Source: an optimization exercise on an open RTL-to-GDS flow (aim: small area and a short achievable clock period). Production flows keep margins and buffers that such runs may drop. At most, simulation tests tie the RTL to the original design; equivalence was not proved. Power figures rest on the tool's default switching activity, not on a simulated workload.

## exp/amber
==> flow/design.v <==
package frame_detector_pkg;
  localparam logic [15:0] HEADER_WORD  = 16'hE0E0;
  localparam logic [15:0] TRAILER_WORD = 16'h0E0E;
  localparam int          MAX_WORDS    = 8;
  localparam int          DATA_W       = MAX_WORDS * 16;
  localparam int          NSLOT        = 5;
  localparam logic [2:0]  P_SKIP  = 3'd0;
  localparam logic [2:0]  P_HUNT  = 3'd1;
  localparam logic [2:0]  P_HDR2  = 3'd2;
  localparam logic [2:0]  P_CHAN  = 3'd3;
  localparam logic [2:0]  P_BODY  = 3'd4;
  localparam logic [2:0]  P_CHECK = 3'd5;
endpackage
module frame_fifo #(
  parameter int NSLOT  = 5,
  parameter int DATA_W = 128
) (
  input  logic                 clk_in,
  input  logic [NSLOT-1:0]     i_wr_sel,    
  input  logic [DATA_W/16-1:0] i_wr_word,   
  input  logic [15:0]          i_wr_data,
  input  logic                 i_ch_we,
  input  logic [2:0]           i_ch,
  input  logic                 i_nw_we,
  input  logic [2:0]           i_nw,
  input  logic [NSLOT-1:0]     i_rd_sel,    
  output logic [DATA_W-1:0]    o_data,
  output logic [2:0]           o_ch,
  output logic [2:0]           o_nw
);
  localparam int NW = DATA_W / 16;
  logic [DATA_W-1:0] r_mem [NSLOT];
  logic [2:0]        r_ch  [NSLOT];
  logic [2:0]        r_nw  [NSLOT];
  always_ff @(posedge clk_in) begin
    for (int s = 0; s < NSLOT; s++) begin
      for (int k = 0; k < NW; k++) begin
        if (i_wr_sel[s] && i_wr_word[k]) r_mem[s][DATA_W-1-16*k -: 16] <= i_wr_data;
      end
      if (i_wr_sel[s] && i_ch_we) r_ch[s] <= i_ch;
      if (i_wr_sel[s] && i_nw_we) r_nw[s] <= i_nw;
    end
  end
  always_comb begin
    o_data = '0;
    o_ch   = '0;
    o_nw   = '0;
    for (int s = 0; s < NSLOT; s++) begin
      o_data = o_data | (r_mem[s] & {DATA_W{i_rd_sel[s]}});
      o_ch   = o_ch   | (r_ch[s]  & {3{i_rd_sel[s]}});
      o_nw   = o_nw   | (r_nw[s]  & {3{i_rd_sel[s]}});
    end
  end
endmodule
module frame_detector #(
  parameter int FIFO_DEPTH = 4
) (
  input  logic        clk_in,
  input  logic        rst_n,
  input  logic [15:0] data_in,
  output logic        data_out_ch1, data_out_ch2, data_out_ch3, data_out_ch4,
  output logic        data_out_ch5, data_out_ch6, data_out_ch7, data_out_ch8,
  output logic        data_vld_ch1, data_vld_ch2, data_vld_ch3, data_vld_ch4,
  output logic        data_vld_ch5, data_vld_ch6, data_vld_ch7, data_vld_ch8,
  output logic        fifo_empty,
  output logic        fifo_full,
  output logic        crc_valid_o,
  output logic        crc_err
);
  localparam logic [15:0] HEADER_WORD  = frame_detector_pkg::HEADER_WORD;
  localparam logic [15:0] TRAILER_WORD = frame_detector_pkg::TRAILER_WORD;
  localparam int          MAX_WORDS    = frame_detector_pkg::MAX_WORDS;
  localparam int          DATA_W       = frame_detector_pkg::DATA_W;
  localparam int          NSLOT        = FIFO_DEPTH + 1;
  localparam logic [2:0]  P_SKIP       = frame_detector_pkg::P_SKIP;
  localparam logic [2:0]  P_HUNT       = frame_detector_pkg::P_HUNT;
  localparam logic [2:0]  P_HDR2       = frame_detector_pkg::P_HDR2;
  localparam logic [2:0]  P_CHAN       = frame_detector_pkg::P_CHAN;
  localparam logic [2:0]  P_BODY       = frame_detector_pkg::P_BODY;
  localparam logic [2:0]  P_CHECK      = frame_detector_pkg::P_CHECK;
  function automatic logic onehot4(input logic [3:0] x);
    onehot4 = ((x[0] ^ x[1]) && !(x[2] || x[3])) || ((x[2] ^ x[3]) && !(x[0] || x[1]));
  endfunction
  function automatic logic [15:0] crc16_step(input logic [15:0] crc, input logic [15:0] word);
    logic [15:0] c;
    c = crc ^ word;
    for (int i = 0; i < 16; i++) begin
      c = c[15] ? ({c[14:0], 1'b0} ^ 16'h1021) : {c[14:0], 1'b0};
    end
    crc16_step = c;
  endfunction
  localparam logic [15:0] CRC_GOOD = crc16_step(16'h0000, TRAILER_WORD);
  logic [15:0]      r_d;
  logic [2:0]       r_pstate, w_pnext;
  logic [3:0]       r_cnt;
  logic             r_prev_trl;
  logic [15:0]      r_crc;
  logic             w_hdr, w_trl, w_chan_ok, w_trailer, w_overflow, w_end, w_match;
  logic             w_push, w_pop;
  logic [2:0]       w_ch_enc;
  logic [MAX_WORDS-1:0] w_wr_word;
  always_ff @(posedge clk_in) r_d <= data_in;
  assign w_hdr      = (r_d == HEADER_WORD);
  assign w_trl      = (r_d == TRAILER_WORD);
  assign w_chan_ok  = (r_d[15:8] == 8'h00) &&
                      ((onehot4(r_d[3:0]) && (r_d[7:4] == 4'h0)) ||
                       (onehot4(r_d[7:4]) && (r_d[3:0] == 4'h0)));
  assign w_trailer  = w_trl && r_prev_trl;
  assign w_overflow = (r_cnt == 4'd10) || ((r_cnt == 4'd9) && !w_trl);
  assign w_end      = (r_pstate == P_BODY) && w_trailer && (r_cnt >= 4'd3);
  assign w_match    = (r_crc == CRC_GOOD);
  assign w_ch_enc   = {r_d[7] | r_d[6] | r_d[5] | r_d[4],
                       r_d[7] | r_d[6] | r_d[3] | r_d[2],
                       r_d[7] | r_d[5] | r_d[3] | r_d[1]};
  always_comb begin
    w_pnext = r_pstate;
    case (r_pstate)
      P_SKIP:  w_pnext = P_HUNT;
      P_HUNT:  if (w_hdr) w_pnext = P_HDR2;
      P_HDR2:  w_pnext = w_hdr ? P_CHAN : P_HUNT;
      P_CHAN:  w_pnext = w_chan_ok ? P_BODY : P_HUNT;
      P_BODY: begin
        if (w_trailer)       w_pnext = (r_cnt >= 4'd3) ? P_CHECK : P_HUNT;
        else if (w_overflow) w_pnext = P_HUNT;
      end
      P_CHECK: w_pnext = w_hdr ? P_HDR2 : P_HUNT;
      default: w_pnext = P_HUNT;
    endcase
  end
  always_ff @(posedge clk_in) begin
    if (!rst_n) r_pstate <= P_SKIP;
    else        r_pstate <= w_pnext;
  end
  always_ff @(posedge clk_in) begin
    r_cnt      <= (r_pstate == P_CHAN) ? 4'd0 : r_cnt + 4'd1;
    r_crc      <= (r_pstate == P_CHAN) ? 16'h0000 : crc16_step(r_crc, r_d);
    r_prev_trl <= w_trl;
  end
  always_comb begin
    for (int k = 0; k < MAX_WORDS; k++) w_wr_word[k] = (r_pstate == P_BODY) && (r_cnt == 4'(k));
  end
  logic [NSLOT-1:0]  r_wr_sel, r_rd_sel;
  logic              w_one, w_three;
  logic              r_empty, r_full;
  logic              r_crc_err;
  logic [DATA_W-1:0] w_rd_data;
  logic [2:0]        w_rd_ch, w_rd_nw;
  frame_fifo #(.NSLOT(NSLOT), .DATA_W(DATA_W)) u_fifo (
    .clk_in    (clk_in),
    .i_wr_sel  (r_wr_sel),
    .i_wr_word (w_wr_word),
    .i_wr_data (r_d),
    .i_ch_we   (r_pstate == P_CHAN),
    .i_ch      (w_ch_enc),
    .i_nw_we   (r_pstate == P_BODY),
    .i_nw      (3'(r_cnt - 4'd3)),
    .i_rd_sel  (r_rd_sel),
    .o_data    (w_rd_data),
    .o_ch      (w_rd_ch),
    .o_nw      (w_rd_nw)
  );
  assign w_push  = w_end && w_match && !r_full;
  assign w_one   = (r_wr_sel == {r_rd_sel[NSLOT-2:0], r_rd_sel[NSLOT-1]});
  assign w_three = (r_wr_sel == {r_rd_sel[NSLOT-4:0], r_rd_sel[NSLOT-1:NSLOT-3]});
  always_ff @(posedge clk_in) begin
    if (!rst_n) begin
      r_wr_sel  <= NSLOT'(1);
      r_rd_sel  <= NSLOT'(1);
      r_empty   <= 1'b1;
      r_full    <= 1'b0;
      r_crc_err <= 1'b0;
    end else begin
      if (w_push) r_wr_sel <= {r_wr_sel[NSLOT-2:0], r_wr_sel[NSLOT-1]};
      if (w_pop)  r_rd_sel <= {r_rd_sel[NSLOT-2:0], r_rd_sel[NSLOT-1]};
      if (w_push && !w_pop) begin
        r_empty <= 1'b0;
        r_full  <= w_three;
      end else if (w_pop && !w_push) begin
        r_empty <= w_one;
        r_full  <= 1'b0;
      end
      r_crc_err <= w_end && !w_match;
    end
  end
  logic              r_shift;
  logic [DATA_W-2:0] r_sh;
  logic              r_prev;
  logic [6:0]        r_left;
  logic [7:0]        r_vld, r_out, w_rd_dec;
  logic              r_first;
  logic              w_more;
  assign w_pop    = !r_shift && !r_empty;
  assign w_more   = (r_left != 7'd0);
  assign w_rd_dec = 8'(1) << w_rd_ch;
  always_ff @(posedge clk_in) begin
    r_sh   <= w_pop ? w_rd_data[DATA_W-2:0] : {r_sh[DATA_W-3:0], 1'b0};
    r_prev <= w_pop ? w_rd_data[DATA_W-1]   : r_sh[DATA_W-2];
    r_left <= w_pop ? {w_rd_nw, 4'hF}       : r_left - 7'd1;
  end
  always_ff @(posedge clk_in) begin
    if (!rst_n) begin
      r_shift <= 1'b0;
      r_vld   <= '0;
      r_out   <= '0;
      r_first <= 1'b0;
    end else begin
      r_first <= w_pop;
      if (w_pop) begin
        r_shift <= 1'b1;
        r_vld   <= w_rd_dec;
        r_out   <= w_rd_dec & {8{w_rd_data[DATA_W-1]}};
      end else if (r_shift && w_more) begin
        r_out   <= r_vld & {8{r_sh[DATA_W-2] ^ r_prev}};
      end else begin
        r_shift <= 1'b0;
        r_vld   <= '0;
        r_out   <= '0;
      end
    end
  end
  assign fifo_empty  = r_empty;
  assign fifo_full   = r_full;
  assign crc_valid_o = r_first;
  assign crc_err     = r_crc_err;
  assign {data_vld_ch8, data_vld_ch7, data_vld_ch6, data_vld_ch5,
          data_vld_ch4, data_vld_ch3, data_vld_ch2, data_vld_ch1} = r_vld;
  assign {data_out_ch8, data_out_ch7, data_out_ch6, data_out_ch5,
          data_out_ch4, data_out_ch3, data_out_ch2, data_out_ch1} = r_out;
endmodule
export LEC_CHECK = 0
export CAP_MARGIN = 20
export CORE_MARGIN = 2
export CORE_UTILIZATION = 40
export PLACE_DENSITY = 0.6
export SLEW_MARGIN = 20
create_clock -name core_clock -period 14.0 [get_ports {clk_in}]
run.sh (not shown) runs the stock make flow with config.mk's settings and CLKGATE_MAP_FILE= SYNTH_SCRIPT=/design/flow/synth_recipe.tcl, a recipe that flattens the netlist after the stock synthesis.
exp/amber: PASS, flow complete, no timing, DRC or antenna violations
The inputs of exp/violet differ from those of exp/amber as listed below.
diff --git a/flow/design.v b/flow/design.v
--- a/flow/design.v
+++ b/flow/design.v
@@ -70,19 +70,17 @@
   localparam logic [15:0] HEADER_WORD  = frame_detector_pkg::HEADER_WORD;
   localparam logic [15:0] TRAILER_WORD = frame_detector_pkg::TRAILER_WORD;
   localparam int          MAX_WORDS    = frame_detector_pkg::MAX_WORDS;
   localparam int          DATA_W       = frame_detector_pkg::DATA_W;
   localparam int          NSLOT        = FIFO_DEPTH + 1;
+  localparam int          CW           = $clog2(FIFO_DEPTH + 1);
   localparam logic [2:0]  P_SKIP       = frame_detector_pkg::P_SKIP;
   localparam logic [2:0]  P_HUNT       = frame_detector_pkg::P_HUNT;
   localparam logic [2:0]  P_HDR2       = frame_detector_pkg::P_HDR2;
   localparam logic [2:0]  P_CHAN       = frame_detector_pkg::P_CHAN;
   localparam logic [2:0]  P_BODY       = frame_detector_pkg::P_BODY;
   localparam logic [2:0]  P_CHECK      = frame_detector_pkg::P_CHECK;
-  function automatic logic onehot4(input logic [3:0] x);
-    onehot4 = ((x[0] ^ x[1]) && !(x[2] || x[3])) || ((x[2] ^ x[3]) && !(x[0] || x[1]));
-  endfunction
   function automatic logic [15:0] crc16_step(input logic [15:0] crc, input logic [15:0] word);
     logic [15:0] c;
     c = crc ^ word;
     for (int i = 0; i < 16; i++) begin
       c = c[15] ? ({c[14:0], 1'b0} ^ 16'h1021) : {c[14:0], 1'b0};
@@ -100,13 +98,11 @@
   logic [2:0]       w_ch_enc;
   logic [MAX_WORDS-1:0] w_wr_word;
   always_ff @(posedge clk_in) r_d <= data_in;
   assign w_hdr      = (r_d == HEADER_WORD);
   assign w_trl      = (r_d == TRAILER_WORD);
-  assign w_chan_ok  = (r_d[15:8] == 8'h00) &&
-                      ((onehot4(r_d[3:0]) && (r_d[7:4] == 4'h0)) ||
-                       (onehot4(r_d[7:4]) && (r_d[3:0] == 4'h0)));
+  assign w_chan_ok  = (r_d[15:8] == 8'h00) && $onehot(r_d[7:0]);
   assign w_trailer  = w_trl && r_prev_trl;
   assign w_overflow = (r_cnt == 4'd10) || ((r_cnt == 4'd9) && !w_trl);
   assign w_end      = (r_pstate == P_BODY) && w_trailer && (r_cnt >= 4'd3);
   assign w_match    = (r_crc == CRC_GOOD);
   assign w_ch_enc   = {r_d[7] | r_d[6] | r_d[5] | r_d[4],
@@ -138,11 +134,11 @@
   end
   always_comb begin
     for (int k = 0; k < MAX_WORDS; k++) w_wr_word[k] = (r_pstate == P_BODY) && (r_cnt == 4'(k));
   end
   logic [NSLOT-1:0]  r_wr_sel, r_rd_sel;
-  logic              w_one, w_three;
+  logic [CW-1:0]     r_count, w_count_next;
   logic              r_empty, r_full;
   logic              r_crc_err;
   logic [DATA_W-1:0] w_rd_data;
   logic [2:0]        w_rd_ch, w_rd_nw;
   frame_fifo #(.NSLOT(NSLOT), .DATA_W(DATA_W)) u_fifo (
@@ -157,30 +153,26 @@
     .i_rd_sel  (r_rd_sel),
     .o_data    (w_rd_data),
     .o_ch      (w_rd_ch),
     .o_nw      (w_rd_nw)
   );
-  assign w_push  = w_end && w_match && !r_full;
-  assign w_one   = (r_wr_sel == {r_rd_sel[NSLOT-2:0], r_rd_sel[NSLOT-1]});
-  assign w_three = (r_wr_sel == {r_rd_sel[NSLOT-4:0], r_rd_sel[NSLOT-1:NSLOT-3]});
+  assign w_push       = w_end && w_match && !r_full;
+  assign w_count_next = r_count + CW'(w_push) - CW'(w_pop);
   always_ff @(posedge clk_in) begin
     if (!rst_n) begin
       r_wr_sel  <= NSLOT'(1);
       r_rd_sel  <= NSLOT'(1);
+      r_count   <= '0;
       r_empty   <= 1'b1;
       r_full    <= 1'b0;
       r_crc_err <= 1'b0;
     end else begin
       if (w_push) r_wr_sel <= {r_wr_sel[NSLOT-2:0], r_wr_sel[NSLOT-1]};
       if (w_pop)  r_rd_sel <= {r_rd_sel[NSLOT-2:0], r_rd_sel[NSLOT-1]};
-      if (w_push && !w_pop) begin
-        r_empty <= 1'b0;
-        r_full  <= w_three;
-      end else if (w_pop && !w_push) begin
-        r_empty <= w_one;
-        r_full  <= 1'b0;
-      end
+      r_count   <= w_count_next;
+      r_empty   <= (w_count_next == '0);
+      r_full    <= (w_count_next == CW'(FIFO_DEPTH));
       r_crc_err <= w_end && !w_match;
     end
   end
   logic              r_shift;
   logic [DATA_W-2:0] r_sh;
==> comparison <==
- In the reports for exp/amber and exp/violet, the larger logic gate share of total power belongs to exp/amber.
- Final setup slack of the worst path, exp/amber and exp/violet: higher on exp/violet
- Between exp/amber and exp/violet, the routed wire length is lower for exp/violet.
- Compared exp/violet vs exp/amber, and data required time at the worst endpoint is up in exp/violet.
- | total half-perimeter wirelength after legalization and detailed placement | lower: exp/violet |
- Side by side, number of nets in the final layout turned out lower in exp/violet than in exp/amber.
- | power dissipated in the clock network | exp/violet vs exp/amber | better |
- On initial cell density of the core, exp/amber and exp/violet are neck and neck.
- Comparing the two runs side by side, exp/violet comes out ahead of exp/amber on internal power summed over all cells.
- exp/violet finished every step from synthesis to the final layout, and the layout passed the timing, design-rule and antenna checks.
- In the tables for exp/amber and exp/violet, maximum frequency reads higher with exp/violet.
- Lower non-filler instance count after layout was reported by exp/violet, not exp/amber.
- When the final numbers for exp/amber and exp/violet were put side by side, the inverter count of the layout excluding clock inverters turned out to be smaller in exp/amber.
- The final-report setup violation count on exp/violet is in line with that on exp/amber.
No functional check of the RTL was part of exp/amber.

==> what the ideal ports hide <==
In the flow no input, the clock included, has a driving cell. The finished layouts below were timed again as built, in two steps. Step 1 (the two cells are an assumption about what drives the block):
set clk [get_ports {clk_in}]
set_driving_cell -lib_cell sky130_fd_sc_hd__clkbuf_16 $clk
set_driving_cell -lib_cell sky130_fd_sc_hd__buf_2 [delete_from_list [all_inputs] $clk]
Step 2 adds t to the input delays and takes it off the output delays; t is the mean of the earliest and latest rising clock arrival at the registers after step 1. Input paths then give back, and output paths get back, about the clock's delay inside the block. Slacks: no drivers / after step 1 / after step 2; pairs: no drivers / after step 1.
run	shift t [ns]	setup WS [ns]	worst register clock-pin slew, ns
exp/amber	0.698	9.461 / 9.396 / 9.732	0.06 / 0.06
exp/violet	0.684	9.524 / 9.524 / 8.885	0.06 / 0.06
After both steps setup and hold are still met in every run listed. For exp/violet, which loses most, drivers alone change the setup slack by 0.000 ns; drivers and shift together by -0.639 ns.
